This is an optimization exercise on Yosys and OpenROAD, whose aim is small area, a short achievable clock period and few clock cycles per item, not a production implementation.
At most, simulation tests tie the RTL to the original design; equivalence was not proved.

## JK
==> flow/design.v <==
package softreg_pkg;
	localparam int SR_ADDR_W = 32;
	localparam int SR_DATA_W = 32;
	localparam int SR_REQ_W = 1 + 1 + SR_ADDR_W + SR_DATA_W;
	localparam int NUM_APPS     = 4;
	localparam int REGS_PER_APP = 4;
	localparam int APP_SEL_LSB  = 4;
	localparam int APP_SEL_W    = $clog2(NUM_APPS);
	localparam int REG_IDX_LSB  = 2;
	localparam int REG_IDX_W    = $clog2(REGS_PER_APP);
	localparam int REQ_PIPE_STAGES  = 2;
	localparam int RESP_PIPE_STAGES = 2;
	localparam logic [1:0] AXI_RESP_OKAY = 2'b00;
	typedef enum logic {
		SR_OP_WRITE,
		SR_OP_READ
	} sr_op_t;
	typedef enum logic [2:0] {
		ST_IDLE,
		ST_ISSUE_WR,
		ST_WR_RESP,
		ST_ISSUE_RD,
		ST_WAIT_RD,
		ST_RD_RESP
	} bridge_state_t;
	typedef struct packed {
		logic                 valid;
		logic [SR_DATA_W-1:0] data;
	} sr_resp_t;
endpackage
`timescale 1ns/1ns
module stage_pipe #(
	parameter int WIDTH  = 1,
	parameter int STAGES = 2
) (
	input  logic             global_clk,
	input  logic             global_rst_n,
	input  logic [WIDTH-1:0] in_bus,
	output logic [WIDTH-1:0] out_bus
);
	logic [WIDTH-1:0] stage_q [STAGES];
	always_ff @(posedge global_clk) begin
		if (global_rst_n) begin
			for (int i = 0; i < STAGES; i++) begin
				stage_q[i] <= '0;
			end
		end else begin
			stage_q[0] <= in_bus;
			for (int i = 1; i < STAGES; i++) begin
				stage_q[i] <= stage_q[i-1];
			end
		end
	end
	assign out_bus = stage_q[STAGES-1];
endmodule
`timescale 1ns/1ns
import softreg_pkg::*;
module scratch_app #(
	parameter int APP_ID = 0
) (
	input  logic                                global_clk,
	input  logic                                global_rst_n,
	input  logic                                req_valid,
	input  softreg_pkg::sr_op_t                 req_op,
	input  logic [softreg_pkg::SR_ADDR_W-1:0]   req_addr,
	input  logic [softreg_pkg::SR_DATA_W-1:0]   req_data,
	output softreg_pkg::sr_resp_t               resp
);
	logic [SR_DATA_W-1:0] regs_q [REGS_PER_APP];
	logic [APP_SEL_W-1:0] app_sel;
	logic [REG_IDX_W-1:0] reg_idx;
	logic                 hit;
	assign app_sel = req_addr[APP_SEL_LSB +: APP_SEL_W];
	assign reg_idx = req_addr[REG_IDX_LSB +: REG_IDX_W];
	assign hit     = req_valid && (app_sel == APP_SEL_W'(APP_ID));
	always_ff @(posedge global_clk) begin
		if (global_rst_n) begin
			for (int i = 0; i < REGS_PER_APP; i++) begin
				regs_q[i] <= '0;
			end
			resp <= '0;
		end else begin
			if (hit && req_op == SR_OP_WRITE) begin
				regs_q[reg_idx] <= req_data;
			end
			if (hit && req_op == SR_OP_READ) begin
				resp.valid <= 1'b1;
				resp.data  <= regs_q[reg_idx];
			end else begin
				resp <= '0;
			end
		end
	end
endmodule
`timescale 1ns/1ns
import softreg_pkg::*;
module resp_or_tree (
	input  logic                                          global_clk,
	input  logic                                          global_rst_n,
	input  logic [softreg_pkg::NUM_APPS-1:0][softreg_pkg::SR_DATA_W:0] app_resp,
	output softreg_pkg::sr_resp_t                         merged
);
	logic [NUM_APPS-1:0][SR_DATA_W:0]   cap_q;
	logic [NUM_APPS/2-1:0][SR_DATA_W:0] pair_q;
	always_ff @(posedge global_clk) begin
		if (global_rst_n) begin
			for (int i = 0; i < NUM_APPS; i++) begin
				cap_q[i] <= '0;
			end
			for (int i = 0; i < NUM_APPS/2; i++) begin
				pair_q[i] <= '0;
			end
			merged <= '0;
		end else begin
			for (int i = 0; i < NUM_APPS; i++) begin
				cap_q[i] <= app_resp[i];
			end
			for (int i = 0; i < NUM_APPS/2; i++) begin
				pair_q[i] <= cap_q[2*i] | cap_q[2*i+1];
			end
			merged <= pair_q[0] | pair_q[1];
		end
	end
endmodule
`timescale 1ns/1ns
import softreg_pkg::*;
module axil_softreg_bridge (
	input  logic                              global_clk,
	input  logic                              global_rst_n,
	input  logic                              awvalid,
	input  logic [softreg_pkg::SR_ADDR_W-1:0] awaddr,
	output logic                              awready,
	input  logic                              wvalid,
	input  logic [softreg_pkg::SR_DATA_W-1:0] wdata,
	output logic                              wready,
	output logic                              bvalid,
	output logic [1:0]                        bresp,
	input  logic                              bready,
	input  logic                              arvalid,
	input  logic [softreg_pkg::SR_ADDR_W-1:0] araddr,
	output logic                              arready,
	output logic                              rvalid,
	output logic [softreg_pkg::SR_DATA_W-1:0] rdata,
	output logic [1:0]                        rresp,
	input  logic                              rready,
	output logic                              req_valid,
	output softreg_pkg::sr_op_t               req_op,
	output logic [softreg_pkg::SR_ADDR_W-1:0] req_addr,
	output logic [softreg_pkg::SR_DATA_W-1:0] req_data,
	input  softreg_pkg::sr_resp_t             resp
);
	softreg_pkg::bridge_state_t        state;
	softreg_pkg::bridge_state_t        state_nxt;
	logic                 wr_pending;
	logic                 wr_accept;
	logic                 rd_accept;
	logic [SR_ADDR_W-1:0] addr_q;
	logic [SR_DATA_W-1:0] data_q;
	logic [SR_DATA_W-1:0] rdata_q;
	assign wr_pending = awvalid && wvalid;
	assign awready = (state == ST_IDLE);
	assign wready  = (state == ST_IDLE);
	assign arready = (state == ST_IDLE) && !wr_pending;
	assign wr_accept = awready && wr_pending;
	assign rd_accept = arready && arvalid;
	assign bvalid = (state == ST_WR_RESP);
	assign bresp  = AXI_RESP_OKAY;
	assign rvalid = (state == ST_RD_RESP);
	assign rresp  = AXI_RESP_OKAY;
	assign rdata  = rdata_q;
	assign req_valid = (state == ST_ISSUE_WR) || (state == ST_ISSUE_RD);
	assign req_op    = (state == ST_ISSUE_RD) ? SR_OP_READ : SR_OP_WRITE;
	assign req_addr  = addr_q;
	assign req_data  = data_q;
	always_comb begin
		state_nxt = state;
		case (state)
			ST_IDLE: begin
				if (wr_accept) begin
					state_nxt = ST_ISSUE_WR;
				end else if (rd_accept) begin
					state_nxt = ST_ISSUE_RD;
				end
			end
			ST_ISSUE_WR: state_nxt = ST_WR_RESP;
			ST_WR_RESP: begin
				if (bready) begin
					state_nxt = ST_IDLE;
				end
			end
			ST_ISSUE_RD: state_nxt = ST_WAIT_RD;
			ST_WAIT_RD: begin
				if (resp.valid) begin
					state_nxt = ST_RD_RESP;
				end
			end
			ST_RD_RESP: begin
				if (rready) begin
					state_nxt = ST_IDLE;
				end
			end
			default: state_nxt = ST_IDLE;
		endcase
	end
	always_ff @(posedge global_clk) begin
		if (global_rst_n) begin
			state   <= ST_IDLE;
			rdata_q <= '0;
		end else begin
			state <= state_nxt;
			if (state == ST_WAIT_RD && resp.valid) begin
				rdata_q <= resp.data;
			end
		end
	end
	always_ff @(posedge global_clk) begin
		if (wr_accept) begin
			addr_q <= awaddr;
			data_q <= wdata;
		end else if (rd_accept) begin
			addr_q <= araddr;
		end
	end
endmodule
`timescale 1ns/1ns
import softreg_pkg::*;
module app_shell_top (
	input  logic                                global_clk,
	input  logic                                global_rst_n,
	input  logic                                awvalid,
	input  logic [softreg_pkg::SR_ADDR_W-1:0]   awaddr,
	output logic                                awready,
	input  logic                                wvalid,
	input  logic [softreg_pkg::SR_DATA_W-1:0]   wdata,
	input  logic [softreg_pkg::SR_DATA_W/8-1:0] wstrb,
	output logic                                wready,
	output logic                                bvalid,
	output logic [1:0]                          bresp,
	input  logic                                bready,
	input  logic                                arvalid,
	input  logic [softreg_pkg::SR_ADDR_W-1:0]   araddr,
	output logic                                arready,
	output logic                                rvalid,
	output logic [softreg_pkg::SR_DATA_W-1:0]   rdata,
	output logic [1:0]                          rresp,
	input  logic                                rready
);
	localparam int NREGS = NUM_APPS * REGS_PER_APP;
	localparam int IDX_W = APP_SEL_W + REG_IDX_W;
	logic                 rst;
	logic                 ready_q;
	logic                 wr_acc;
	logic                 rd_acc;
	logic [IDX_W-1:0]     wr_idx;
	logic [SR_DATA_W-1:0] regs_q [NREGS];
	logic [SR_DATA_W-1:0] wr_data;
	logic [NREGS-1:0]     wr_en;
	logic                 b1_q;
	logic                 b2_q;
	logic                 b1_nxt;
	logic                 b2_nxt;
	logic                 rvalid_q;
	logic [SR_DATA_W-1:0] rdata_q;
	logic                 sk_v_q;
	logic [IDX_W-1:0]     sk_idx_q;
	logic                 sk_v_nxt;
	logic                 r_free;
	logic                 r_load;
	logic [IDX_W-1:0]     rd_idx;
	assign rst = global_rst_n;
	assign awready = ready_q;
	assign wready  = ready_q;
	assign arready = ready_q;
	assign bvalid  = b1_q;
	assign bresp   = AXI_RESP_OKAY;
	assign rvalid  = rvalid_q;
	assign rdata   = rdata_q;
	assign rresp   = AXI_RESP_OKAY;
	assign wr_acc = ready_q && awvalid && wvalid;
	assign rd_acc = ready_q && arvalid;
	assign wr_idx = awaddr[REG_IDX_LSB +: IDX_W];
	assign wr_data = rst ? '0 : wdata;
	always_comb begin
		for (int i = 0; i < NREGS; i++) begin
			wr_en[i] = rst || (wr_acc && wr_idx == IDX_W'(i));
		end
	end
	always_ff @(posedge global_clk) begin
		for (int i = 0; i < NREGS; i++) begin
			if (wr_en[i]) begin
				regs_q[i] <= wr_data;
			end
		end
	end
	assign b1_nxt = wr_acc || b2_q || (b1_q && !bready);
	assign b2_nxt = (b2_q || (b1_q && wr_acc)) && !bready;
	assign r_free   = !rvalid_q || rready;
	assign rd_idx   = sk_v_q ? sk_idx_q : araddr[REG_IDX_LSB +: IDX_W];
	assign r_load   = (sk_v_q || rd_acc) && r_free;
	assign sk_v_nxt = (sk_v_q || rd_acc) && !r_free;
	always_ff @(posedge global_clk) begin
		if (r_load) begin
			rdata_q <= regs_q[rd_idx];
		end
		if (!sk_v_q) begin
			sk_idx_q <= araddr[REG_IDX_LSB +: IDX_W];
		end
	end
	always_ff @(posedge global_clk) begin
		if (rst) begin
			ready_q  <= 1'b1;
			b1_q     <= 1'b0;
			b2_q     <= 1'b0;
			rvalid_q <= 1'b0;
			sk_v_q   <= 1'b0;
		end else begin
			ready_q  <= !sk_v_nxt && !b2_nxt;
			b1_q     <= b1_nxt;
			b2_q     <= b2_nxt;
			rvalid_q <= r_load || (rvalid_q && !rready);
			sk_v_q   <= sk_v_nxt;
		end
	end
endmodule
==> flow/config.mk <==
export PLATFORM = sky130hd
export DESIGN_NAME = app_shell_top
export DESIGN_NICKNAME = app_shell_top
export VERILOG_FILES = /design/flow/design.v
export SDC_FILE = /design/flow/constraint.sdc
export NUM_CORES = 4
export LEC_CHECK = 0
export ABC_CLOCK_PERIOD_IN_PS = 2000
export CAP_MARGIN = 20
export CORE_MARGIN = 2
export CORE_UTILIZATION = 40
export SETUP_SLACK_MARGIN = 2.0
export SLEW_MARGIN = 20
==> flow/constraint.sdc <==
create_clock -name core_clock -period 4.0 [get_ports {global_clk}]
set_input_delay 0.8000 -clock core_clock [delete_from_list [all_inputs] [get_ports {global_clk}]]
set_output_delay 0.8000 -clock core_clock [all_outputs]
set_load 0.01 [all_outputs]
run.sh (not shown) runs the stock make flow with config.mk's settings and CLKGATE_MAP_FILE= SYNTH_SCRIPT=/design/flow/synth_recipe.tcl, a recipe that flattens the netlist after the stock synthesis.
Testbench counts of JK, summed over its fixed seeds: cycles 4,808, txns 4,800.
diff inputs: JK => MS
--- a/flow/design.v
+++ b/flow/design.v
@@ -259,17 +259,19 @@
 	logic                 b2_q;
 	logic                 b1_nxt;
 	logic                 b2_nxt;
 	logic                 rvalid_q;
 	logic [SR_DATA_W-1:0] rdata_q;
 	logic                 sk_v_q;
-	logic [IDX_W-1:0]     sk_idx_q;
+	logic [NREGS-1:0]     sk_sel_q;
 	logic                 sk_v_nxt;
 	logic                 r_free;
 	logic                 r_load;
-	logic [IDX_W-1:0]     rd_idx;
+	logic [IDX_W-1:0]     ar_idx;
+	logic [NREGS-1:0]     rd_sel;
+	logic [SR_DATA_W-1:0] rd_mux;
 	assign rst = global_rst_n;
 	assign awready = ready_q;
 	assign wready  = ready_q;
 	assign arready = ready_q;
 	assign bvalid  = b1_q;
 	assign bresp   = AXI_RESP_OKAY;
@@ -292,33 +294,39 @@
 			end
 		end
 	end
 	assign b1_nxt = wr_acc || b2_q || (b1_q && !bready);
 	assign b2_nxt = (b2_q || (b1_q && wr_acc)) && !bready;
 	assign r_free   = !rvalid_q || rready;
-	assign rd_idx   = sk_v_q ? sk_idx_q : araddr[REG_IDX_LSB +: IDX_W];
+	assign ar_idx   = araddr[REG_IDX_LSB +: IDX_W];
 	assign r_load   = (sk_v_q || rd_acc) && r_free;
 	assign sk_v_nxt = (sk_v_q || rd_acc) && !r_free;
-	always_ff @(posedge global_clk) begin
-		if (r_load) begin
-			rdata_q <= regs_q[rd_idx];
+	always_comb begin
+		rd_mux = '0;
+		for (int i = 0; i < NREGS; i++) begin
+			rd_sel[i] = sk_sel_q[i] || (ready_q && ar_idx == IDX_W'(i));
+			rd_mux    = rd_mux | (regs_q[i] & {SR_DATA_W{rd_sel[i]}});
 		end
-		if (!sk_v_q) begin
-			sk_idx_q <= araddr[REG_IDX_LSB +: IDX_W];
+	end
+	always_ff @(posedge global_clk) begin
+		if (r_free) begin
+			rdata_q <= rd_mux;
 		end
 	end
 	always_ff @(posedge global_clk) begin
 		if (rst) begin
 			ready_q  <= 1'b1;
 			b1_q     <= 1'b0;
 			b2_q     <= 1'b0;
 			rvalid_q <= 1'b0;
 			sk_v_q   <= 1'b0;
+			sk_sel_q <= '0;
 		end else begin
 			ready_q  <= !sk_v_nxt && !b2_nxt;
 			b1_q     <= b1_nxt;
 			b2_q     <= b2_nxt;
 			rvalid_q <= r_load || (rvalid_q && !rready);
 			sk_v_q   <= sk_v_nxt;
+			sk_sel_q <= sk_v_nxt ? rd_sel : '0;
 		end
 	end
 endmodule
[summary]
- MS reached the final stage; the timing, DRC and antenna checks on its layout passed.
- Compared with JK, in MS first-iteration DRC count increased by 1505 relative to the old numbers, clock slew at the register clock pins of the worst setup and hold paths closely matched the old numbers.
- In the metrics for MS and JK, the one carrying the lower wire length of the first global-routing pass is JK.
- In the reports for MS and JK, the smaller average vias per placed instance belongs to JK.
- Critical path depth: MS higher than JK
- Where time the worst path needs with I/O delays and setup is concerned, JK is outperformed by MS.
- Looking at count of sequential standard cells, MS sits 12 higher than JK does.
For MS, only the layout was checked, not whether the RTL still works.

re-timing with driven ports:
How much do the figures lean on ideal ports? The routed layouts below were timed once more, with nothing changed but the port constraints.
Step 1 sets driving cells, clkbuf_16 on the clock port and buf_2 on the other inputs (assumed; they add their load-dependent delay and slew).
Step 2 times the ports against the registers' clock, not the clock port: input delays grow and output delays shrink by t, the midpoint of the rising clock arrivals with the driver on.
Slacks: no drivers / after step 1 / after step 2; pairs: no drivers / after step 1.
| run | t (ns) | setup WS [ns] | worst setup path at the end | latest minus earliest clock arrival (ns) | pins driven straight from the clock port |
|---|---|---|---|---|---|
| JK | 0.646 | 1.550 / 1.550 / 0.993 | input to register | 0.038 / 0.038 | 1 |
| MS | 0.669 | 1.635 / 1.635 / 1.015 | input to register | 0.018 / 0.017 | 1 |
After both steps setup and hold are still met in every run listed. The setup slack of MS, which loses most, moves by 0.000 ns with the drivers and by -0.620 ns with both steps.
